What follows belongs to an exercise in optimizing a design on an open flow for small area; a production flow would make more cautious choices. Only simulation tests tie the RTL to the original design; equivalence was not proved.

Setup of red:
// yolo_layer_top
module yolo_layer_top (
    input  logic               clk,
    input  logic               e203_rst_n,
    input  logic               i_start,
    input  logic               i_clr,
    input  logic               i_valid,
    input  yolo_pkg::beat_t    i_beat,
    input  yolo_pkg::rd_addr_t i_rd_addr,
    output logic               o_ready,
    output yolo_pkg::word_t    o_rd_data,
    output logic               o_done
);
    wire       beat_fire;
    wire       in_window;
    wire yolo_pkg::col_t cur_col;
    wire [2:0] cur_row;
    wire       frame_open;
    wire yolo_pkg::conf_t [yolo_pkg::KEEP_N-1:0] rank_conf;
    wire yolo_pkg::box_t  [yolo_pkg::KEEP_N-1:0] rank_box;
    wire yolo_pkg::col_t  [yolo_pkg::KEEP_N-1:0] rank_col;
    wire [yolo_pkg::KEEP_N-1:0][2:0]             rank_row;
    wire [yolo_pkg::KEEP_N-1:0]                  rank_valid;
    wire [yolo_pkg::KEEP_N-1:0][yolo_pkg::KEEP_N-1:0] rank_above;
    grid_scanner u_grid_scanner (
        .clk          (clk),
        .e203_rst_n   (e203_rst_n),
        .i_start      (i_start),
        .i_clr        (i_clr),
        .i_valid      (i_valid),
        .o_ready      (o_ready),
        .o_done       (o_done),
        .o_beat_fire  (beat_fire),
        .o_in_window  (in_window),
        .o_col        (cur_col),
        .o_row        (cur_row),
        .o_frame_open (frame_open)
    );
    top5_sorter u_top5_sorter (
        .clk          (clk),
        .e203_rst_n   (e203_rst_n),
        .i_frame_open (frame_open),
        .i_beat_fire  (beat_fire),
        .i_in_window  (in_window),
        .i_beat       (i_beat),
        .i_col        (cur_col),
        .i_row        (cur_row),
        .o_conf       (rank_conf),
        .o_box        (rank_box),
        .o_col        (rank_col),
        .o_row        (rank_row),
        .o_valid      (rank_valid),
        .o_above      (rank_above)
    );
    result_store u_result_store (
        .clk          (clk),
  ...
Size in the first run: ~270 flip-flops, ~110 I/O pins, ~11000 sq um of cells after synthesis.
clock: 5.0 ns
lec_check: 0
cap_margin: 20
core_margin: 2
core_utilization: 40
slew_margin: 20
run.sh (not shown) runs the stock make flow with config.mk's settings and CLKGATE_MAP_FILE= SYNTH_SCRIPT=/design/flow/synth_recipe.tcl, a recipe that flattens the netlist after the stock synthesis.
Every stage of the flow completed for red, and the final layout passed the timing, design-rule and antenna checks.
Setup changes, red to blue
--- a/flow/design.v
+++ b/flow/design.v
@@ -106,40 +106,32 @@
     yolo_pkg::box_t  [N-1:0] box_q;
     yolo_pkg::col_t  [N-1:0] col_q;
     logic [N-1:0][2:0]       row_q;
     logic [N-1:0]            valid_q;
     logic [N-1:0][N-1:0]     ab_q;
     logic [N-1:0][N-1:0]     above;
     logic [N-1:0]            gt;
     logic [N-1:0]            evict;
     logic [N-1:0]            load;
-    function automatic logic conf_gt(input yolo_pkg::conf_t a, input yolo_pkg::conf_t b);
-        logic g;
-        g = 1'b0;
-        for (int i = 0; i < 8; i++) begin
-            g = (a[i] & ~b[i]) | ((a[i] | ~b[i]) & g);
-        end
-        conf_gt = g;
-    endfunction
     assign cur_conf = i_beat[yolo_pkg::CONF_LSB +: 8];
     assign take     = i_beat_fire && i_in_window;
     always_comb begin
         for (int t = 0; t < N; t++) begin
             for (int s = 0; s < N; s++) begin
                 if (t < s)      above[t][s] = ab_q[t][s];
                 else if (t > s) above[t][s] = !ab_q[s][t];
                 else            above[t][s] = 1'b0;
             end
         end
     end
     always_comb begin
         for (int s = 0; s < N; s++) begin
-            gt[s] = !valid_q[s] || conf_gt(cur_conf, conf_q[s]);
+            gt[s] = !valid_q[s] || (cur_conf > conf_q[s]);
         end
     end
     always_comb begin
         for (int s = 0; s < N; s++) begin
             if (!valid_q[N-1]) begin
                 evict[s] = !valid_q[s] && ((s == 0) || valid_q[(s == 0) ? 0 : s-1]);
             end else begin
                 evict[s] = 1'b1;
                 for (int t = 0; t < N; t++) begin
@@ -182,77 +174,50 @@
     assign o_row   = row_q;
     assign o_valid = valid_q;
     assign o_above = above;
 endmodule
 `default_nettype wire
 `timescale 1ns/1ns
 `default_nettype none
 module result_store (
     input  logic               clk,
-    input  logic               e203_rst_n,
     input  yolo_pkg::conf_t [yolo_pkg::KEEP_N-1:0] i_conf,
     input  yolo_pkg::box_t  [yolo_pkg::KEEP_N-1:0] i_box,
     input  yolo_pkg::col_t  [yolo_pkg::KEEP_N-1:0] i_col,
     input  logic [yolo_pkg::KEEP_N-1:0][2:0]       i_row,
     input  logic [yolo_pkg::KEEP_N-1:0]            i_valid,
     input  logic [yolo_pkg::KEEP_N-1:0][yolo_pkg::KEEP_N-1:0] i_above,
     input  yolo_pkg::rd_addr_t i_rd_addr,
     output yolo_pkg::word_t    o_rd_data
 );
     localparam int N = yolo_pkg::KEEP_N;
+    yolo_pkg::rd_addr_t addr_q;
+    logic [2:0]         rank [N];
     logic [N-1:0]       hit;
-    logic [N-1:0]       hit_box;
-    logic [N-1:0]       hit_info;
-    logic [N-1:0]       sel_box_q;
-    logic [N-1:0]       sel_info_q;
-    logic [3:0]         up;
-    logic [4:0]         cnt;
-    logic [4:0]         want;
-    always_ff @(posedge clk or negedge e203_rst_n) begin
-        if (!e203_rst_n) begin
-            sel_box_q  <= '0;
-            sel_info_q <= '0;
-        end else begin
-            sel_box_q  <= hit_box;
-            sel_info_q <= hit_info;
-        end
+    always_ff @(posedge clk) begin
+        addr_q <= i_rd_addr;
     end
     always_comb begin
-        want = '0;
-        case (i_rd_addr[3:1])
-            3'd0: want = 5'b00001;
-            3'd1: want = 5'b00010;
-            3'd2: want = 5'b00100;
-            3'd3: want = 5'b01000;
-            3'd4: want = 5'b10000;
-            default: want = 5'b00000;
-        endcase
         for (int s = 0; s < N; s++) begin
-            up = '0;
+            rank[s] = 3'd0;
             for (int t = 0; t < N; t++) begin
-                if (t < s) up[t] = i_above[t][s];
-                if (t > s) up[t-1] = i_above[t][s];
+                rank[s] = rank[s] + {2'b00, i_above[t][s]};
             end
-            cnt[0] = ~(up[0] | up[1] | up[2] | up[3]);
-            cnt[4] = up[0] & up[1] & up[2] & up[3];
-            cnt[1] = (up == 4'b0001) | (up == 4'b0010) | (up == 4'b0100) | (up == 4'b1000);
-            cnt[3] = (up == 4'b1110) | (up == 4'b1101) | (up == 4'b1011) | (up == 4'b0111);
-            cnt[2] = ~(cnt[0] | cnt[1] | cnt[3] | cnt[4]);
-            hit[s]      = i_valid[s] && ((cnt & want) != 5'b00000);
-            hit_box[s]  = hit[s] && !i_rd_addr[0];
-            hit_info[s] = hit[s] && i_rd_addr[0];
+            hit[s] = i_valid[s] && (rank[s] == addr_q[3:1]);
         end
     end
     always_comb begin
         o_rd_data = '0;
         for (int s = 0; s < N; s++) begin
-            o_rd_data = o_rd_data | ({32{sel_box_q[s]}} & i_box[s])
-                                  | ({32{sel_info_q[s]}} & {i_conf[s], i_col[s], 1'b0, i_row[s], 16'h0000});
+            if (hit[s]) begin
+                o_rd_data = o_rd_data | (addr_q[0] ? {i_conf[s], i_col[s], 1'b0, i_row[s], 16'h0000}
+                                                   : i_box[s]);
+            end
         end
     end
 endmodule
 `default_nettype wire
 `timescale 1ns/1ns
 `default_nettype none
 module yolo_layer_top (
     input  logic               clk,
     input  logic               e203_rst_n,
@@ -302,19 +267,18 @@
         .o_conf       (rank_conf),
         .o_box        (rank_box),
         .o_col        (rank_col),
         .o_row        (rank_row),
         .o_valid      (rank_valid),
         .o_above      (rank_above)
     );
     result_store u_result_store (
         .clk          (clk),
-        .e203_rst_n   (e203_rst_n),
         .i_conf       (rank_conf),
         .i_box        (rank_box),
         .i_col        (rank_col),
         .i_row        (rank_row),
         .i_valid      (rank_valid),
         .i_above      (rank_above),
         .i_rd_addr    (i_rd_addr),
         .o_rd_data    (o_rd_data)
     );
### Flow results
- Going from red to blue, unique cell type count in the Yosys netlist shrank by more than 10%.
- The arrival time at the worst endpoint of blue exceeds that of red by 0.91 ns.
- Final net count in blue is 71 above red.
- From red to blue the numbers moved as follows: final critical-path share of the clock period picked up an extra 18 points, wire length of the first global-routing pass lost 1.7%.
- Looking at destination of the critical timing path, the o_rd_data[30] result is from blue; the o_rd_data[22] one comes from red.
- Row share of synthesized area occupied by flip-flops and latches: blue lower / red higher
- For the final instance count without filler cells, blue came in 1.8% higher than red did.
- Looking at core utilization across red and blue, the one that comes out lower is red.
- [blue vs red] starting utilization of the core area: higher in blue
- Number of cells on the critical path (lower): red
- Initial antenna violation count, red and blue, higher one = red.
- NOTE: global-route usage in blue falls short of that of red

[afterwards: timing with drivers on the ports]
How much do the figures lean on ideal ports? The routed layouts below were timed once more, with nothing changed but the port constraints. Step 1 assumes that a clkbuf_16 drives the clock port and a buf_2 every other input. Step 2 moves the port delays by t, midway between the first and last clock arrival at a register: inputs arrive t later, outputs are due t later. That takes back most of the time a late clock gives input paths. Slacks: ideal ports / drivers / drivers and shift; pairs: ideal ports / drivers.
| run | t, ns | setup slack, ns | worst data-port slew with drivers (ns) |
|---|---|---|---|
| red | 0.581 | 1.217 / 1.172 / 1.012 | 0.08 |
| blue | 0.577 | 0.312 / 0.267 / 0.844 | 0.05 |
After both steps every run listed still meets setup and hold. For red, which loses most, drivers alone change the setup slack by -0.045 ns; drivers and shift together by -0.205 ns.
